Source: an optimization exercise on an open RTL-to-GDS flow (aim: small area and a short achievable clock period). Production flows keep margins and buffers that such runs may drop. The RTL was checked by simulation tests, not by an equivalence proof against the original design. No activity file was given, so power comes from the tool's default toggle rates.

==> flow/design.v <==
package rv_exec_pkg;
  typedef logic [31:0] word_t;
  typedef logic [4:0] reg_addr_t;
  typedef enum logic [2:0] {
    OP_REG     = 3'd0,   
    OP_IMM     = 3'd1,   
    OP_LUI     = 3'd2,   
    OP_AUIPC   = 3'd3,   
    OP_JAL     = 3'd4,   
    OP_JALR    = 3'd5,   
    OP_BRANCH  = 3'd6,   
    OP_ILLEGAL = 3'd7    
  } op_class_t;
endpackage
`timescale 1ns/1ps
module rv_decoder
(
  input  rv_exec_pkg::word_t     i_instr,
  output rv_exec_pkg::reg_addr_t o_rs1,
  output rv_exec_pkg::reg_addr_t o_rs2,
  output rv_exec_pkg::reg_addr_t o_rd,
  output logic [2:0] o_funct3,
  output logic      o_funct7_alt,
  output rv_exec_pkg::word_t     o_imm,
  output rv_exec_pkg::op_class_t o_class,
  output logic      o_wr_en
);
  logic [6:0] opcode;                  
  logic [6:0] funct7;                  
  logic       f7_base;                 
  logic       f7_alt;                  
  rv_exec_pkg::word_t      imm_i;                   
  rv_exec_pkg::word_t      imm_u;                   
  rv_exec_pkg::word_t      imm_j;                   
  rv_exec_pkg::word_t      imm_b;                   
  assign opcode   = i_instr[6:0];
  assign o_rd     = i_instr[11:7];
  assign o_funct3 = i_instr[14:12];
  assign o_rs1    = i_instr[19:15];
  assign o_rs2    = i_instr[24:20];
  assign funct7   = i_instr[31:25];
  assign f7_base  = (funct7 == 7'b0000000);
  assign f7_alt   = (funct7 == 7'b0100000);
  assign imm_i = {{20{i_instr[31]}}, i_instr[31:20]};
  assign imm_u = {i_instr[31:12], 12'b0};
  assign imm_j = {{12{i_instr[31]}}, i_instr[19:12], i_instr[20], i_instr[30:21], 1'b0};
  assign imm_b = {{20{i_instr[31]}}, i_instr[7], i_instr[30:25], i_instr[11:8], 1'b0};
  always_comb
  begin
    o_class = rv_exec_pkg::OP_ILLEGAL;              
    o_wr_en = 1'b0;
    o_imm   = imm_i;
    case (opcode)
      7'b0110111:
      begin
        o_class = rv_exec_pkg::OP_LUI;
        o_wr_en = 1'b1;
        o_imm   = imm_u;
      end
      7'b0010111:
      begin
        o_class = rv_exec_pkg::OP_AUIPC;
        o_wr_en = 1'b1;
        o_imm   = imm_u;
      end
      7'b1101111:
      begin
        o_class = rv_exec_pkg::OP_JAL;
        o_wr_en = 1'b1;
        o_imm   = imm_j;
      end
      7'b1100111:
      begin
        if (o_funct3 == 3'b000)    
        begin
          o_class = rv_exec_pkg::OP_JALR;
          o_wr_en = 1'b1;
        end
      end
      7'b1100011:
      begin
        o_imm = imm_b;
        if (o_funct3[2:1] != 2'b01)    
        begin
          o_class = rv_exec_pkg::OP_BRANCH;
        end
      end
      7'b0010011:
      begin
        if ((o_funct3 == 3'b001 && f7_base) ||
            (o_funct3 == 3'b101 && (f7_base || f7_alt)) ||
            (o_funct3 != 3'b001 && o_funct3 != 3'b101))
        begin
          o_class = rv_exec_pkg::OP_IMM;
          o_wr_en = 1'b1;
        end
      end
      7'b0110011:
      begin
        if (f7_base || (f7_alt && (o_funct3 == 3'b000 || o_funct3 == 3'b101)))
        begin
          o_class = rv_exec_pkg::OP_REG;
          o_wr_en = 1'b1;
        end
      end
      default:
      begin
        o_class = rv_exec_pkg::OP_ILLEGAL;
      end
    endcase
  end
  assign o_funct7_alt = i_instr[30] &&
                        ((o_class == rv_exec_pkg::OP_REG) || (o_class == rv_exec_pkg::OP_IMM && o_funct3 == 3'b101));
endmodule
`timescale 1ns/1ps
module rv_regfile
(
  input  logic      i_clk,
  input  logic      i_rst,
  input  rv_exec_pkg::reg_addr_t i_rs1_addr,
  input  rv_exec_pkg::reg_addr_t i_rs2_addr,
  input  rv_exec_pkg::reg_addr_t i_wr_addr,
  output rv_exec_pkg::word_t     o_rs1_data,
  output rv_exec_pkg::word_t     o_rs2_data,
  input  logic      i_wr_en,
  input  rv_exec_pkg::word_t     i_wr_data
);
  rv_exec_pkg::word_t regs [1:31];                  
  for (genvar g = 1; g < 32; g++)
  begin : g_reg
    always_ff @(posedge i_clk)
    begin
      if (i_rst)
      begin
        regs[g] <= '0;                 
      end
      else if (i_wr_en && (i_wr_addr == rv_exec_pkg::reg_addr_t'(g)))
      begin
        regs[g] <= i_wr_data;
      end
    end
  end
  assign o_rs1_data = (i_rs1_addr == '0) ? '0 : regs[i_rs1_addr];   
  assign o_rs2_data = (i_rs2_addr == '0) ? '0 : regs[i_rs2_addr];
endmodule
`timescale 1ns/1ps
module rv_alu
(
  input  logic       i_clk,
  input  logic       i_rst,
  input  logic       i_valid,
  input  rv_exec_pkg::op_class_t  i_class,
  input  logic [2:0] i_funct3,
  input  logic       i_funct7_alt,
  input  rv_exec_pkg::word_t      i_rs1_data,
  input  rv_exec_pkg::word_t      i_rs2_data,
  input  rv_exec_pkg::word_t      i_imm,
  input  rv_exec_pkg::word_t      i_pc,
  input  rv_exec_pkg::reg_addr_t  i_rd,
  input  logic       i_wr_en,
  output logic       o_wb_en,
  output rv_exec_pkg::reg_addr_t  o_wb_addr,
  output rv_exec_pkg::word_t      o_wb_data,
  output logic       o_valid,
  output rv_exec_pkg::word_t      o_result,
  output rv_exec_pkg::reg_addr_t  o_rd,
  output logic       o_branch_taken,
  output rv_exec_pkg::word_t      o_target,
  output logic       o_illegal
);
  rv_exec_pkg::word_t      op_b;                    
  logic [4:0] shamt;                   
  rv_exec_pkg::word_t      arith;                   
  logic       cond;                    
  rv_exec_pkg::word_t      result;                  
  rv_exec_pkg::word_t      target;                  
  rv_exec_pkg::word_t      jalr_sum;                
  logic       taken;                   
  logic       illegal;
  assign op_b     = (i_class == rv_exec_pkg::OP_REG) ? i_rs2_data : i_imm;
  assign shamt    = op_b[4:0];
  assign jalr_sum = i_rs1_data + i_imm;
  always_comb
  begin
    case (i_funct3)
      3'd0:    arith = i_funct7_alt ? (i_rs1_data - op_b) : (i_rs1_data + op_b);   
      3'd1:    arith = i_rs1_data << shamt;                                        
      3'd2:    arith = {31'b0, $signed(i_rs1_data) < $signed(op_b)};              
      3'd3:    arith = {31'b0, i_rs1_data < op_b};                                
      3'd4:    arith = i_rs1_data ^ op_b;                                          
      3'd5:    arith = i_funct7_alt ? rv_exec_pkg::word_t'($signed(i_rs1_data) >>> shamt)      
                                    : (i_rs1_data >> shamt);                      
      3'd6:    arith = i_rs1_data | op_b;                                          
      default: arith = i_rs1_data & op_b;                                          
    endcase
  end
  always_comb
  begin
    case (i_funct3)
      3'd0:    cond = (i_rs1_data == i_rs2_data);                    
      3'd1:    cond = (i_rs1_data != i_rs2_data);                    
      3'd4:    cond = ($signed(i_rs1_data) < $signed(i_rs2_data));   
      3'd5:    cond = ($signed(i_rs1_data) >= $signed(i_rs2_data));  
      3'd6:    cond = (i_rs1_data < i_rs2_data);                     
      3'd7:    cond = (i_rs1_data >= i_rs2_data);                    
      default: cond = 1'b0;            
    endcase
  end
  always_comb
  begin
    result  = '0;
    taken   = 1'b0;
    illegal = 1'b0;
    case (i_class)
      rv_exec_pkg::OP_REG, rv_exec_pkg::OP_IMM: result = arith;
      rv_exec_pkg::OP_LUI:         result = i_imm;
      rv_exec_pkg::OP_AUIPC:       result = i_pc + i_imm;
      rv_exec_pkg::OP_JAL, rv_exec_pkg::OP_JALR:
      begin
        result = i_pc + 32'd4;         
        taken  = 1'b1;
      end
      rv_exec_pkg::OP_BRANCH:      taken = cond;    
      default:        illegal = 1'b1;
    endcase
  end
  assign target = (i_class == rv_exec_pkg::OP_JALR) ? {jalr_sum[31:1], 1'b0} : (i_pc + i_imm);
  assign o_wb_en   = i_valid && i_wr_en && (i_rd != '0);
  assign o_wb_addr = i_rd;
  assign o_wb_data = result;
  always_ff @(posedge i_clk)
  begin
    if (i_rst)
    begin
      o_valid        <= 1'b0;
      o_branch_taken <= 1'b0;
      o_illegal      <= 1'b0;
    end
    else
    begin
      o_valid        <= i_valid;
      o_branch_taken <= i_valid && taken;
      o_illegal      <= i_valid && illegal;
    end
  end
  always_ff @(posedge i_clk)
  begin
    o_result <= result;                
    o_rd     <= i_rd;
    o_target <= target;
  end
endmodule
`timescale 1ns/1ps
module rv_exec_top
(
  input  logic      i_clk,
  input  logic      i_rst,
  input  logic      i_valid,
  input  rv_exec_pkg::word_t     i_instr,
  input  rv_exec_pkg::word_t     i_pc,
  output logic      o_valid,
  output rv_exec_pkg::word_t     o_result,
  output rv_exec_pkg::reg_addr_t o_rd,
  output logic      o_branch_taken,
  output rv_exec_pkg::word_t     o_target,
  output logic      o_illegal
);
  rv_exec_pkg::reg_addr_t  rs1;                     
  rv_exec_pkg::reg_addr_t  rs2;
  rv_exec_pkg::reg_addr_t  rd;                      
  logic       wr_en;                   
  rv_exec_pkg::op_class_t  op_class;
  logic [2:0] funct3;
  logic       funct7_alt;              
  rv_exec_pkg::word_t      imm;
  rv_exec_pkg::word_t      rs1_data;                
  rv_exec_pkg::word_t      rs2_data;
  logic       wb_en;                   
  rv_exec_pkg::reg_addr_t  wb_addr;
  rv_exec_pkg::word_t      wb_data;
  rv_decoder u_decoder (
    .i_instr      (i_instr),
    .o_rs1        (rs1),
    .o_rs2        (rs2),
    .o_rd         (rd),
    .o_funct3     (funct3),
    .o_funct7_alt (funct7_alt),
    .o_imm        (imm),
    .o_class      (op_class),
    .o_wr_en      (wr_en)
  );
  rv_regfile u_regfile (
    .i_clk (i_clk), .i_rst (i_rst),
    .i_rs1_addr (rs1), .i_rs2_addr (rs2), .i_wr_addr (wb_addr),
    .o_rs1_data (rs1_data), .o_rs2_data (rs2_data),
    .i_wr_en (wb_en), .i_wr_data (wb_data)
  );
  rv_alu u_alu (
    .i_clk (i_clk), .i_rst (i_rst), .i_valid (i_valid),
    .i_class (op_class), .i_funct3 (funct3), .i_funct7_alt (funct7_alt),
    .i_rs1_data (rs1_data), .i_rs2_data (rs2_data), .i_imm (imm), .i_pc (i_pc),
    .i_rd (rd), .i_wr_en (wr_en),
    .o_wb_en (wb_en), .o_wb_addr (wb_addr), .o_wb_data (wb_data),
    .o_valid (o_valid), .o_result (o_result), .o_rd (o_rd),
    .o_branch_taken (o_branch_taken), .o_target (o_target), .o_illegal (o_illegal)
  );
endmodule
==> flow/run.sh <==
#!/bin/bash
# synth_recipe.tcl (not shown) runs the flow's synth.tcl, then flattens the netlist and writes it again
# the make line also repeats each setting of config.mk as NAME=value (left out here)
make -C /OpenROAD-flow-scripts/flow DESIGN_CONFIG=/design/flow/config.mk WORK_HOME=/design/flow/orfs CLKGATE_MAP_FILE= SYNTH_SCRIPT=/design/flow/synth_recipe.tcl finish
==> flow/config.mk <==
export PLATFORM = sky130hd
export DESIGN_NAME = rv_exec_top
export DESIGN_NICKNAME = rv_exec_top
export VERILOG_FILES = /design/flow/design.v
export SDC_FILE = /design/flow/constraint.sdc
export NUM_CORES = 4
export LEC_CHECK = 0
export CAP_MARGIN = 20
export CORE_MARGIN = 2
export CORE_UTILIZATION = 40
export PLACE_DENSITY = 0.6
export SETUP_SLACK_MARGIN = 0.3
export SLEW_MARGIN = 20
==> flow/constraint.sdc <==
create_clock -name core_clock -period 8.0 [get_ports {i_clk}]
set_input_delay 1.6000 -clock core_clock [delete_from_list [all_inputs] [get_ports {i_clk}]]
set_output_delay 1.6000 -clock core_clock [all_outputs]
set_load 0.01 [all_outputs]
==> flow_results.org <==
** Outcome
- The run finished with no timing, DRC or antenna violations.

** GRT
- Global routing used 52.5% of the available tracks across all layers.
- The number of global-route vias before repair is 75067.
- Number of antenna violations at the first check in global routing :: 40
- Entering global routing, the biggest net connects 184 pins.
- For this run the aggregate overflow at the end of global routing stands at 0.
- First-pass GRT wire length :: 624000 um

** Floorplanning
- Total core area :: about 170000 um2
- DIE WIDTH :: 412 um
- Measured along the y axis, the die boundary spans 412 um.
- 139 I/O pins were placed.
- The floorplan step defined a die boundary enclosing 170000 um2.
- Initial core utilization :: 40.3%
- Placement row count :: ~150

** Setup path
- Among all stages on the critical path, the largest delay is contributed by sky130_fd_sc_hd__o31ai_2.
- Beginning of the worst register-to-register path :: u_regfile.regs[26][0]$_SDFFE_PP0P_
- Kind of cell adding the most delay to the critical path :: compound AO/OA/AOI/OAI gates
- Highest net fanout along the worst path :: 11
- Data on the critical path is required at its endpoint by a little under 9000 ps.
- The worst setup path is of the primary input to flop kind.
- Data arrival, critical path :: 8520 ps
- Counting stages on the worst path, the most repeated cell is sky130_fd_sc_hd__buf_4.
- Critical Path Sink Type :: flop
- The most critical setup path has its startpoint at i_instr[19].
- R2R setup slack :: 1690 ps
- The worst setup path is launched from a primary input.
- On the worst path, the slowest cell contributes a delay of 620 ps.
- Crit path buffers/inverters :: 7

** Logic synthesis
- Counting distinct cell types in the post-synthesis netlist gives approximately 110.
- Most instantiated cells after synthesis :: 1195 x sky130_fd_sc_hd__nor2_1, 1064 x sky130_fd_sc_hd__dfxtp_1, 706 x sky130_fd_sc_hd__clkbuf_1, 628 x sky130_fd_sc_hd__a211oi_1, 611 x sky130_fd_sc_hd__nand3_1
- Fraction of synthesis flops using an asynchronous set or reset pin :: 0%
- Of all cell types, the one taking the most synthesized area is sky130_fd_sc_hd__dfxtp_1.
- Yosys instantiated no cell more often than sky130_fd_sc_hd__nor2_1.
- After synthesis, the cell types taking the most area are sky130_fd_sc_hd__dfxtp_1 32%, sky130_fd_sc_hd__a211oi_1 7.1%, sky130_fd_sc_hd__nor2_1 6.7%, sky130_fd_sc_hd__nand3_1 4.6%, sky130_fd_sc_hd__a22oi_1 4.3%.
- Yosys printed 36 warnings.
- Cell count after synthesis :: between 8000 and 9000
- After synthesis the netlist holds a flip-flop and latch count of 1064.
- Sequential cells were found to cover 32.0% of the synthesized design area.
- Synth Net Count :: 9039
- In this run the mean area of a mapped cell was 7.59 um2.
- Cell area after technology mapping :: 66600 um2
- Flip-flop cell with the highest count after synthesis :: sky130_fd_sc_hd__dfxtp_1
- Share of the synthesized area in the top cell type :: between 30% and 40%
- Yosys mapped a number of flops with a built-in enable equal to 0.

** Pwr
- Per report_power, the combinational group accounts for 15.8% of the total.
- The share of total power dissipated in sequential elements is 39.6%.
- VDD sags by at most 208 uV.
- Power spent charging and discharging nets :: 4110 uW
- Dividing total power by cell area gives a power density of ~170 nW/um2.
- Relative contribution of the clock network to total power :: 44.7%
- Overall Power :: 13600 uW
- Switching Fraction :: 30.3%
- Lkg Pwr :: 0.0298 uW
- Internal Power :: roughly 9400 uW

** Drt
- Met3 wirelength from detailed routing :: 66600 um
- The routed design uses ~180000 um of met2 wire.
- Total routed wire length on the met1 layer :: around 160000 um
- The detailed router placed between 80000 and 90000 vias in this run.
- Dividing the detail-routed via count by the number of cells gives roughly 7.3.
- For this run, design rule violations remaining after detail routing come to 0.
- After the first detailed-routing iteration, the DRC count stood at 15608.
- Routed signal wires occupy layers up through met5.
- In this run the remaining antenna-violating nets after routing total 0.
- Wires add up to around 460000 um.
- Final routed wire length divided by cell count :: 41.0 um
- The first detailed-routing pass took 9 iterations.

** Job
- The tool flagged a number of max-cap violations equal to 0.

** STA
- The number of hold violations in the final report is 0.
- Adding up every negative setup slack in the final design gives 0 ps.
- Transition at the pin with the smallest max-transition slack :: 1390 ps
- Min Tclk post-route :: around 7700 ps
- Total count of max-transition violations in the final report :: 0
- Headroom to the max-slew limit :: 7.30%
- Setup violations remaining at the end of the flow were counted as 0.
- In the finished design, the share of the clock period the worst path needs comes to 96.6%.
- Between clock sinks in the finished design, the worst skew comes to 61.6 ps.
- Static timing analysis puts the maximum clock frequency at 129 MHz.
- Unrepaired setup endpoints after global routing :: false

** Place
- The congestion estimate from routability-driven global placement came to between 1 and 1.5.
- During placement, the flow inserted port buffers numbering 138.
- Dpl hpwl :: around 320000 um

** Clocking
- The tree is rooted in a sky130_fd_sc_hd__clkbuf_16.
- Clock-pin slew was measured on the worst setup and hold paths at 90 ps.
- Largest buffer count on any clock path :: 3
- Inserted Clock Buffers :: 119
- The H-tree was split into 3 levels.
- Total clock sinks :: 1064
- CTS tree :: yes
- Worst-skew pair later-pin latency :: 860 ps

** Finish
- Relative to the synthesized area, the layout overhead comes to 20.8%.
- After the last flow step, the layout net total stands at a little over 9000.
- Of the cells placed in the final design, the portion with a size suffix greater than 1 is 15.0%.

** Worst hold path
- In this run the most critical hold path is launched from u_regfile.regs[11][8]$_SDFFE_PP0P_.
- Classification of the worst-slack hold path :: flop to flop
==> repair_timing <==
| action | CTS | global route |
|---|---|---|
| hold buffers | 0 | 0 |
| buffers inserted | 0 | 5 |
| gates resized for setup | 2 | 4 |
| setup endpoints to repair | 5 | 67 |
==> flip-flops by register name (all words and copies together), names as in the netlist <==
name	count
u_regfile.regs	992
u_alu.o_valid	1
u_alu.o_rd	5
u_alu.o_illegal	1
u_alu.o_result	32
u_alu.o_branch_taken	1
u_alu.o_target	32
==> cell type report <==
| cell class | instances | area [um2] |
|---|---|---|
| Multi-Input combinational cell | 6588 | 41600 |
| Tap cell | 2189 | 2740 |
| Sequential cell | 1064 | 21300 |
| Clock buffer | 182 | 3530 |
| Fill cell | 16304 | 84800 |
| Inverter | 197 | 744 |
| Timing Repair Buffer | 1031 | 9720 |
| Clock inverter | 41 | 678 |
| Antenna cell | 32 | 80.1 |
==> through the flow <==
stage	area, um2	worst slack, ps	utilization (%)	instances	hold slack, ps
6_report	80400	274	48.7	11324	476
4_1_cts	80200	404	48.6	11285	473
3_3_place_gp	76000	-906	46.0	11061	456
2_1_floorplan	66600	961	-	8779	444
5_1_grt	80400	306	48.7	11298	490
3_5_place_dp	76000	-967	46.0	11062	466
==> placed cells by master (no fill, tap or decap), drive strengths merged, types with 86 or more instances in the layout <==
cell and instances:
a2111oi 96, a211oi 631, a21oi 420, a221oi 86, a22o 118, a22oi 378, and3 242, buf 905
clkbuf 182, clkdlybuf4s50 126, dfxtp 1064, ha 189, inv 199, mux2i 108, nand2 502, nand3 612
nand4 181, nor2 1203, nor3 268, nor4 124, o21ai 336, o22ai 114
==> power groups by stage <==
stage / Combinational, uW / Clock [uW] / Sequential, uW
6_report: 2140 / 6060 / 5360
5_1_grt: 2160 / 6210 / 5360
3_3_place_gp: 2010 / 0 / 5480
4_1_cts: 2020 / 6010 / 5360
2_1_floorplan: 933 / 0 / 5500
3_5_place_dp: 2010 / 0 / 5480
==> final timing paths <==
| kind | to | depth (start not counted) |
|---|---|---|
| max | u_alu.o_target[31]$_DFF_P_ | 26 |
| min | u_regfile.regs[11][8]$_SDFFE_PP0P_ | 2 |
| max reg2reg | u_regfile.regs[17][28]$_SDFFE_PP0P_ | 24 |
| min reg2reg | u_regfile.regs[11][8]$_SDFFE_PP0P_ | 2 |
==> routing by layer <==
metal  up-vias  GRT usage [%]
li1      33345              -
met1     39022           61.2
met2      7428           74.2
met3      2351           20.8
met4        28           46.4
met5         -          0.735
==> worst reg2reg max path, stage by stage (launching register included) <==
cell and delay (ps):
sky130_fd_sc_hd__dfxtp_1 380, sky130_fd_sc_hd__a21oi_1 160, sky130_fd_sc_hd__o211ai_1 130, sky130_fd_sc_hd__nor4_2 760, sky130_fd_sc_hd__a21oi_1 490, sky130_fd_sc_hd__inv_1 190, sky130_fd_sc_hd__ha_1 190, sky130_fd_sc_hd__inv_1 80
sky130_fd_sc_hd__fa_1 440, sky130_fd_sc_hd__a21oi_1 140, sky130_fd_sc_hd__o21bai_1 110, sky130_fd_sc_hd__a21o_1 200, sky130_fd_sc_hd__o21ai_0 180, sky130_fd_sc_hd__a21boi_1 290, sky130_fd_sc_hd__o21a_1 340, sky130_fd_sc_hd__a31oi_1 430
sky130_fd_sc_hd__o31ai_1 140, sky130_fd_sc_hd__buf_4 160, sky130_fd_sc_hd__o311ai_1 320, sky130_fd_sc_hd__a2111oi_0 170, sky130_fd_sc_hd__buf_4 210, sky130_fd_sc_hd__a31oi_4 160, sky130_fd_sc_hd__buf_12 180, sky130_fd_sc_hd__buf_12 190
sky130_fd_sc_hd__a311oi_1 120
==> cell families (layout without fill, tap and decap cells) <==
family	after synthesis	in the layout	share of synthesized area (%)
compound gates	2762	2762	29.6
xor+xnor	105	105	1.38
fa+ha+maj	193	193	3.67
buf+inv	1127	1451	6.90
flops	1064	1064	32.0
mux	141	141	2.18
other cells	0	32	0
simple gates	3387	3387	24.3

[re-timing with driven ports]
The results above use ideal ports. As a check the final layout listed here was re-extracted and re-timed, cells and wires unchanged. Step 1 assumes that a clkbuf_16 drives the clock port and a buf_2 every other input. Step 2 times the ports against the registers' clock, not the clock port: input delays grow and output delays shrink by t, the midpoint of the rising clock arrivals with the driver on. Three values: ideal ports, drivers, drivers and shift; two values: the first two.
t (ns): 0.920
setup slack, ns: 0.274 / 0.344 / -0.576
latest minus earliest clock arrival (ns): 0.061 / 0.062
Met with ideal ports but missed after step 2: setup timing in this run. The setup slack of this run moves by +0.070 ns with the drivers and by -0.850 ns with both steps.
